Source: an optimization exercise on an open RTL-to-GDS flow (aim: small area, a short achievable clock period and few clock cycles per item). Production flows keep margins and buffers that such runs may drop. At most, simulation tests tie the RTL to the original design; equivalence was not proved. No activity file was given, so power comes from the tool's default toggle rates.

==> flow/design.v <==
package sidu_pkg;
  localparam int unsigned IdW  = 64;
  localparam int unsigned CidW = 16;
  localparam int unsigned ThrW = 14;
  localparam int unsigned GenW = 48;
  localparam logic [CidW-1:0] IdSpan   = 16'hFFFF;
  localparam logic [ThrW-1:0] GapReset = 14'd1500;
endpackage
module sidu_flags (
  input  logic [13:0] thr_i,
  input  logic [15:0] cid_i,
  output logic [2:0]  flags_o,     
  output logic [16:0] v1_o
);
  assign flags_o = {cid_i > ~{2'b00, thr_i}, cid_i > {2'b00, thr_i}, cid_i < {1'b0, thr_i, 1'b0}};
  assign v1_o    = {1'b0, cid_i} + 17'h0FFFF;
endmodule
module sidu_step (
  input  logic [13:0] thr_i,
  input  logic [15:0] head_i,
  input  logic [63:0] lid_i,
  input  logic [16:0] blo_i,
  input  logic        db_i,
  input  logic [16:0] r_i,
  input  logic        cr_i,
  input  logic [15:0] cid_i,
  input  logic        wrap_i,      
  input  logic        adv_i,       
  input  logic [16:0] v1_i,        
  output logic        ok_o,
  output logic        head_we_o,
  output logic [63:0] lid_o,
  output logic [16:0] blo_o,
  output logic        db_o,
  output logic [16:0] r_o,
  output logic        cr_o
);
  logic        wrap, adv, raise, gt, cv, cb, bones;
  logic [16:0] v, r65;
  logic [17:0] sv, blo65;
  logic [18:0] lo, hi_d;
  logic [46:0] hi, x;
  logic [47:0] pre;
  always_comb begin
    wrap = wrap_i;
    adv  = adv_i;
    v    = wrap ? v1_i : {1'b0, cid_i};
    lo   = {2'b00, v} + {5'b00000, thr_i} - {2'b00, r_i};
    hi_d = {2'b00, r_i} + {5'b00000, thr_i} - {2'b00, v};
    ok_o = !lo[18] && !hi_d[18];
    gt   = v > r_i;
    blo65 = {1'b0, blo_i} + 18'h0FFFF;         
    cb    = blo65[17];
    sv    = {1'b0, blo_i} + {1'b0, v};
    cv    = sv[17];
    hi    = lid_i[63:17];
    x     = hi ^ {47{db_i}};
    pre[0] = 1'b1;
    for (int i = 1; i <= 47; i++) pre[i] = pre[i-1] & x[i-1];
    bones = pre[47];                           
    raise = gt ^ (bones & (cv ^ cr_i));
    lid_o = {hi ^ ({47{db_i ^ cv}} & pre[46:0]), sv[16:0]};
    blo_o = adv ? blo65[16:0] : blo_i;
    db_o  = cv & ~(adv & cb);
    r65   = r_i + 17'h10001;                   
    if (raise) r_o = (wrap && !adv) ? v1_i : {1'b0, cid_i};
    else       r_o = adv ? r65 : r_i;
    cr_o      = (raise ? cv : cr_i) & ~(adv & cb);
    head_we_o = adv || (cid_i > head_i);
  end
endmodule
module sidu_core (
  input  logic                          clk_i,
  input  logic                          rst_ni,
  input  logic                          step_i,
  output logic                          busy_o,
  input  logic [sidu_pkg::CidW-1:0]     cid_i,
  input  logic                          wrap_i,
  input  logic                          adv_i,
  input  logic                          hwc_i,
  input  logic [16:0]                   v1_i,
  output logic                          hw_d_o,
  output logic [sidu_pkg::ThrW-1:0]     thr_o,
  input  logic                          cfg_we_i,
  input  logic [sidu_pkg::ThrW-1:0]     cfg_data_i,
  input  logic                          ld_we_i,
  input  logic [sidu_pkg::GenW-1:0]     ld_gen_i,
  output logic                          acc_o,
  output logic [sidu_pkg::IdW-1:0]      id_o
);
  logic [13:0] thr_q;
  logic [15:0] head_q;
  logic        hw_q, hw_d;
  logic [63:0] lidn_q, lid_s, lid;    
  logic [16:0] blo_q, blo_s;
  logic        db_q, db_s;
  logic [16:0] r_q, r_s;
  logic        cr_q, cr_s;
  logic        accn_q, ok, head_we, cfix_q;    
  logic        busy_q, zero_q, cy_q;
  logic [3:0]  cnt_q, fa, fb;
  logic [4:0]  fs;
  sidu_step u_step (
    .thr_i     (thr_q),
    .head_i    (head_q),
    .lid_i     (lid),
    .blo_i     (blo_q),
    .db_i      (db_q),
    .r_i       (r_q),
    .cr_i      (cr_q),
    .cid_i     (cid_i),
    .wrap_i    (wrap_i),
    .adv_i     (adv_i),
    .v1_i      (v1_i),
    .ok_o      (ok),
    .head_we_o (head_we),
    .lid_o     (lid_s),
    .blo_o     (blo_s),
    .db_o      (db_s),
    .r_o       (r_s),
    .cr_o      (cr_s)
  );
  always_comb begin
    if (ld_we_i)                          hw_d = 1'b0;
    else if (busy_q)                      hw_d = hw_q;
    else if (cfix_q)                      hw_d = head_q > ~{2'b00, thr_q};
    else if (step_i && ok && head_we)     hw_d = hwc_i;
    else                                  hw_d = hw_q;
  end
  assign lid = ~lidn_q;
  always_comb begin
    fa = (zero_q || cnt_q < 4'd4)  ? 4'h0 : lid[3:0];
    fb = (zero_q || cnt_q >= 4'd12) ? 4'hF : ~lid[19:16];
    fs = {1'b0, fa} + {1'b0, fb} + {4'd0, cy_q};
  end
  always_ff @(posedge clk_i or negedge rst_ni) begin
    if (!rst_ni) begin
      thr_q  <= sidu_pkg::GapReset;
      head_q <= '0;
      hw_q   <= 1'b0;
      r_q    <= 17'd1;
      cfix_q <= 1'b0;
      busy_q <= 1'b1;
      zero_q <= 1'b1;
      cnt_q  <= '0;
      cy_q   <= 1'b0;
    end else begin
      cfix_q <= cfg_we_i;
      hw_q   <= hw_d;
      if (cfg_we_i) thr_q <= cfg_data_i;
      if (ld_we_i) begin
        head_q <= '0;
        r_q    <= 17'd1;
        busy_q <= 1'b1;
        zero_q <= 1'b0;
        cnt_q  <= '0;
        cy_q   <= 1'b0;
      end else if (busy_q) begin
        cnt_q  <= cnt_q + 4'd1;
        cy_q   <= fs[4];
        busy_q <= (cnt_q != 4'd15);
      end else if (step_i && ok) begin
        if (head_we) head_q <= cid_i;
        r_q <= r_s;
      end
    end
  end
  always_ff @(posedge clk_i) begin
    if (ld_we_i) begin
      lidn_q[63:16] <= ~ld_gen_i;
    end else if (busy_q) begin
      lidn_q <= ~{fs[3:0], lid[63:4]};
      if (cnt_q == 4'd15) begin
        blo_q <= lid[20:4];
        db_q  <= 1'b0;
        cr_q  <= &lid[20:4];                   
      end
    end else if (step_i && ok) begin
      lidn_q <= ~lid_s;
      blo_q <= blo_s;
      db_q  <= db_s;
      cr_q  <= cr_s;
    end
    if (step_i) accn_q <= !ok;
  end
  assign busy_o = busy_q;
  assign hw_d_o = hw_d;
  assign thr_o  = thr_q;
  assign acc_o  = !accn_q;
  assign id_o   = ~(lidn_q | {64{accn_q}});
endmodule
module sequence_id_unwrapper (
  input  logic                          clk_i,
  input  logic                          rst_ni,
  input  logic                          cfg_valid_i,
  output logic                          cfg_ready_o,
  input  logic [sidu_pkg::ThrW-1:0]     gap_threshold_i,
  input  logic                          gen_load_i,
  input  logic [sidu_pkg::GenW-1:0]     gen_value_i,
  input  logic                          in_valid_i,
  output logic                          in_ready_o,
  input  logic [sidu_pkg::CidW-1:0]     compressed_id_i,
  output logic                          out_valid_o,
  input  logic                          out_ready_i,
  output logic                          accepted_o,
  output logic [sidu_pkg::IdW-1:0]      full_id_o
);
  logic                      a_vld_q, b_free_q, out_vld_q;
  logic [sidu_pkg::CidW-1:0] a_cid_q, b_cid_q, a_cid_d;
  logic [2:0]                a_flg_q, a_flg_d, flg;
  logic                      wrap_q, adv_q, wrap_d, hw_d;
  logic [16:0]               a_v1_q, a_v1_d;
  logic [sidu_pkg::ThrW-1:0] thr;
  logic                      step, a_free, take, busy;
  assign take        = in_valid_i && b_free_q;
  assign step        = a_vld_q && !busy && (!out_vld_q || out_ready_i);
  assign a_free      = !a_vld_q || step;
  assign in_ready_o  = b_free_q;
  assign cfg_ready_o = 1'b1;
  assign a_cid_d     = b_free_q ? compressed_id_i : b_cid_q;
  assign flg         = a_free ? a_flg_d : a_flg_q;
  assign wrap_d      = hw_d && flg[0];
  sidu_flags u_flags (
    .thr_i   (thr),
    .cid_i   (a_cid_d),
    .flags_o (a_flg_d),
    .v1_o    (a_v1_d)
  );
  sidu_core u_core (
    .clk_i      (clk_i),
    .rst_ni     (rst_ni),
    .step_i     (step),
    .busy_o     (busy),
    .cid_i      (a_cid_q),
    .wrap_i     (wrap_q),
    .adv_i      (adv_q),
    .hwc_i      (a_flg_q[2]),
    .v1_i       (a_v1_q),
    .hw_d_o     (hw_d),
    .thr_o      (thr),
    .cfg_we_i   (cfg_valid_i),
    .cfg_data_i (gap_threshold_i),
    .ld_we_i    (gen_load_i),
    .ld_gen_i   (gen_value_i),
    .acc_o      (accepted_o),
    .id_o       (full_id_o)
  );
  always_ff @(posedge clk_i or negedge rst_ni) begin
    if (!rst_ni) begin
      a_vld_q   <= 1'b0;
      b_free_q  <= 1'b1;
      out_vld_q <= 1'b0;
    end else begin
      if (a_free) begin
        a_vld_q  <= !b_free_q || take;
        b_free_q <= 1'b1;
      end else if (take) begin
        b_free_q <= 1'b0;
      end
      if (step) begin
        out_vld_q <= 1'b1;
      end else if (out_ready_i) begin
        out_vld_q <= 1'b0;
      end
    end
  end
  always_ff @(posedge clk_i) begin
    wrap_q <= wrap_d;
    adv_q  <= wrap_d && flg[1];
    if (a_free) begin
      a_cid_q <= a_cid_d;
      a_flg_q <= a_flg_d;
      a_v1_q  <= a_v1_d;
    end
    if (!a_free && take) b_cid_q <= compressed_id_i;
  end
  assign out_valid_o = out_vld_q;
endmodule
clock: 10.0 ns
lec_check: 0
cap_margin: 20
core_margin: 2
core_utilization: 40
setup_slack_margin: 5
slew_margin: 20
standard.sh (not shown) runs the stock make flow with config.mk's settings and CLKGATE_MAP_FILE= SYNTH_SCRIPT=/design/flow/synth_recipe.tcl, a recipe that flattens the netlist after the stock synthesis.
==> flow/flow/run.sh <==
#!/bin/bash
# Layout flow: the standard layout (standard.sh: the standard synthesis and ORFS steps,
# unchanged), with two make settings added:
#  - the buffer that placement puts on every input and output port is a plain buf_1 cell
#    instead of the resizer's default choice (a delay buffer);
set -euo pipefail
MARGIN=6
export BUFFER_PORTS_ARGS="-buffer_cell sky130_fd_sc_hd__buf_1"
bash standard.sh "BUFFER_PORTS_ARGS=$BUFFER_PORTS_ARGS" "SETUP_SLACK_MARGIN=$MARGIN" finish \
  > standard.log 2>&1
Testbench counts at the start, summed over its fixed seeds: cycles 80,176, items 80,000.
Change:
--- a/flow/design.v
+++ b/flow/design.v
@@ -10,9 +10,7 @@
   input  logic [13:0] thr_i,
   input  logic [15:0] cid_i,
-  output logic [2:0]  flags_o,     
-  output logic [16:0] v1_o
+  output logic [2:0]  flags_o      
 );
   assign flags_o = {cid_i > ~{2'b00, thr_i}, cid_i > {2'b00, thr_i}, cid_i < {1'b0, thr_i, 1'b0}};
-  assign v1_o    = {1'b0, cid_i} + 17'h0FFFF;
 endmodule
 module sidu_step (
@@ -27,5 +25,4 @@
   input  logic        wrap_i,      
   input  logic        adv_i,       
-  input  logic [16:0] v1_i,        
   output logic        ok_o,
   output logic        head_we_o,
@@ -37,7 +34,7 @@
 );
   logic        wrap, adv, raise, gt, cv, cb, bones;
-  logic [16:0] v, r65;
+  logic [16:0] u, r65, v1;
   logic [17:0] sv, blo65;
-  logic [18:0] lo, hi_d;
+  logic [18:0] lo, hi_d, g;
   logic [46:0] hi, x;
   logic [47:0] pre;
@@ -45,12 +42,13 @@
     wrap = wrap_i;
     adv  = adv_i;
-    v    = wrap ? v1_i : {1'b0, cid_i};
-    lo   = {2'b00, v} + {5'b00000, thr_i} - {2'b00, r_i};
-    hi_d = {2'b00, r_i} + {5'b00000, thr_i} - {2'b00, v};
+    u    = {wrap, cid_i};
+    lo   = {2'b00, u} + {5'b00000, thr_i} + ~{2'b00, r_i} + {18'd0, !wrap};    
+    hi_d = {2'b00, r_i} + {5'b00000, thr_i} + ~{2'b00, u} + 19'd1 + {18'd0, wrap};  
     ok_o = !lo[18] && !hi_d[18];
-    gt   = v > r_i;
+    g    = {2'b00, r_i} + ~{2'b00, u} + 19'd1 + {18'd0, wrap};                    
+    gt   = g[18];                              
     blo65 = {1'b0, blo_i} + 18'h0FFFF;         
     cb    = blo65[17];
-    sv    = {1'b0, blo_i} + {1'b0, v};
+    sv    = {1'b0, blo_i} + {2'b00, cid_i} + (wrap ? 18'h0FFFF : 18'h00000);     
     cv    = sv[17];
     hi    = lid_i[63:17];
@@ -64,5 +62,6 @@
     db_o  = cv & ~(adv & cb);
     r65   = r_i + 17'h10001;                   
-    if (raise) r_o = (wrap && !adv) ? v1_i : {1'b0, cid_i};
+    v1    = {1'b0, cid_i} + 17'h0FFFF;         
+    if (raise) r_o = (wrap && !adv) ? v1 : {1'b0, cid_i};
     else       r_o = adv ? r65 : r_i;
     cr_o      = (raise ? cv : cr_i) & ~(adv & cb);
@@ -79,5 +78,4 @@
   input  logic                          adv_i,
   input  logic                          hwc_i,
-  input  logic [16:0]                   v1_i,
   output logic                          hw_d_o,
   output logic [sidu_pkg::ThrW-1:0]     thr_o,
@@ -112,5 +110,4 @@
     .wrap_i    (wrap_i),
     .adv_i     (adv_i),
-    .v1_i      (v1_i),
     .ok_o      (ok),
     .head_we_o (head_we),
@@ -210,5 +207,4 @@
   logic [2:0]                a_flg_q, a_flg_d, flg;
   logic                      wrap_q, adv_q, wrap_d, hw_d;
-  logic [16:0]               a_v1_q, a_v1_d;
   logic [sidu_pkg::ThrW-1:0] thr;
   logic                      step, a_free, take, busy;
@@ -224,6 +220,5 @@
     .thr_i   (thr),
     .cid_i   (a_cid_d),
-    .flags_o (a_flg_d),
-    .v1_o    (a_v1_d)
+    .flags_o (a_flg_d)
   );
   sidu_core u_core (
@@ -236,5 +231,4 @@
     .adv_i      (adv_q),
     .hwc_i      (a_flg_q[2]),
-    .v1_i       (a_v1_q),
     .hw_d_o     (hw_d),
     .thr_o      (thr),
@@ -271,5 +265,4 @@
       a_cid_q <= a_cid_d;
       a_flg_q <= a_flg_d;
-      a_v1_q  <= a_v1_d;
     end
     if (!a_free && take) b_cid_q <= compressed_id_i;
Effect: Non-clock buffer count increases by 26. Combinational power increases by 20%. Power decreases by 1.2%. Clock power barely changes. Synthesized cell count increases by 0.42%. Hold slack improved by 0.0086 ns. Area after synthesis decreases by 0.62%. Clock skew increases by 0.0031 ns. Routed wire length increases by 4.2%. Worst setup slack got worse by 0.58 ns. Global-route usage increases by 1.5 points. Clock-buffer cell count increases by 2. Sequential share of layout area decreases by 3.0 points. Final cell count increases by 1.4%.
Only the layout flow was run in the second run of this note; the RTL was not checked for function there.

-- what the ideal ports hide --
The results above use ideal ports. As a check the final layouts listed here were re-extracted and re-timed, cells and wires unchanged. Step 1 (the two cells are an assumption about what drives the block):
set clk [get_ports {clk_i}]
set_driving_cell -lib_cell sky130_fd_sc_hd__clkbuf_16 $clk
set_driving_cell -lib_cell sky130_fd_sc_hd__buf_2 [delete_from_list [all_inputs] $clk]
Step 2 adds t to the input delays and takes it off the output delays; t is the mean of the earliest and latest rising clock arrival at the registers after step 1. Input paths then give back, and output paths get back, about the clock's delay inside the block. Three values: ideal ports, drivers, drivers and shift; two values: the first two.
run | t, ns | setup WS [ns] | slew at the worst register clock pin (ns)
the first run | 0.508 | 6.054 / 6.086 / 5.578 | 0.08 / 0.08
the second run | 0.514 | 5.470 / 5.470 / 5.470 | 0.08 / 0.08
After both steps every run listed still meets setup and hold. The setup slack of the first run, which loses most, moves by +0.032 ns with the drivers and by -0.476 ns with both steps.
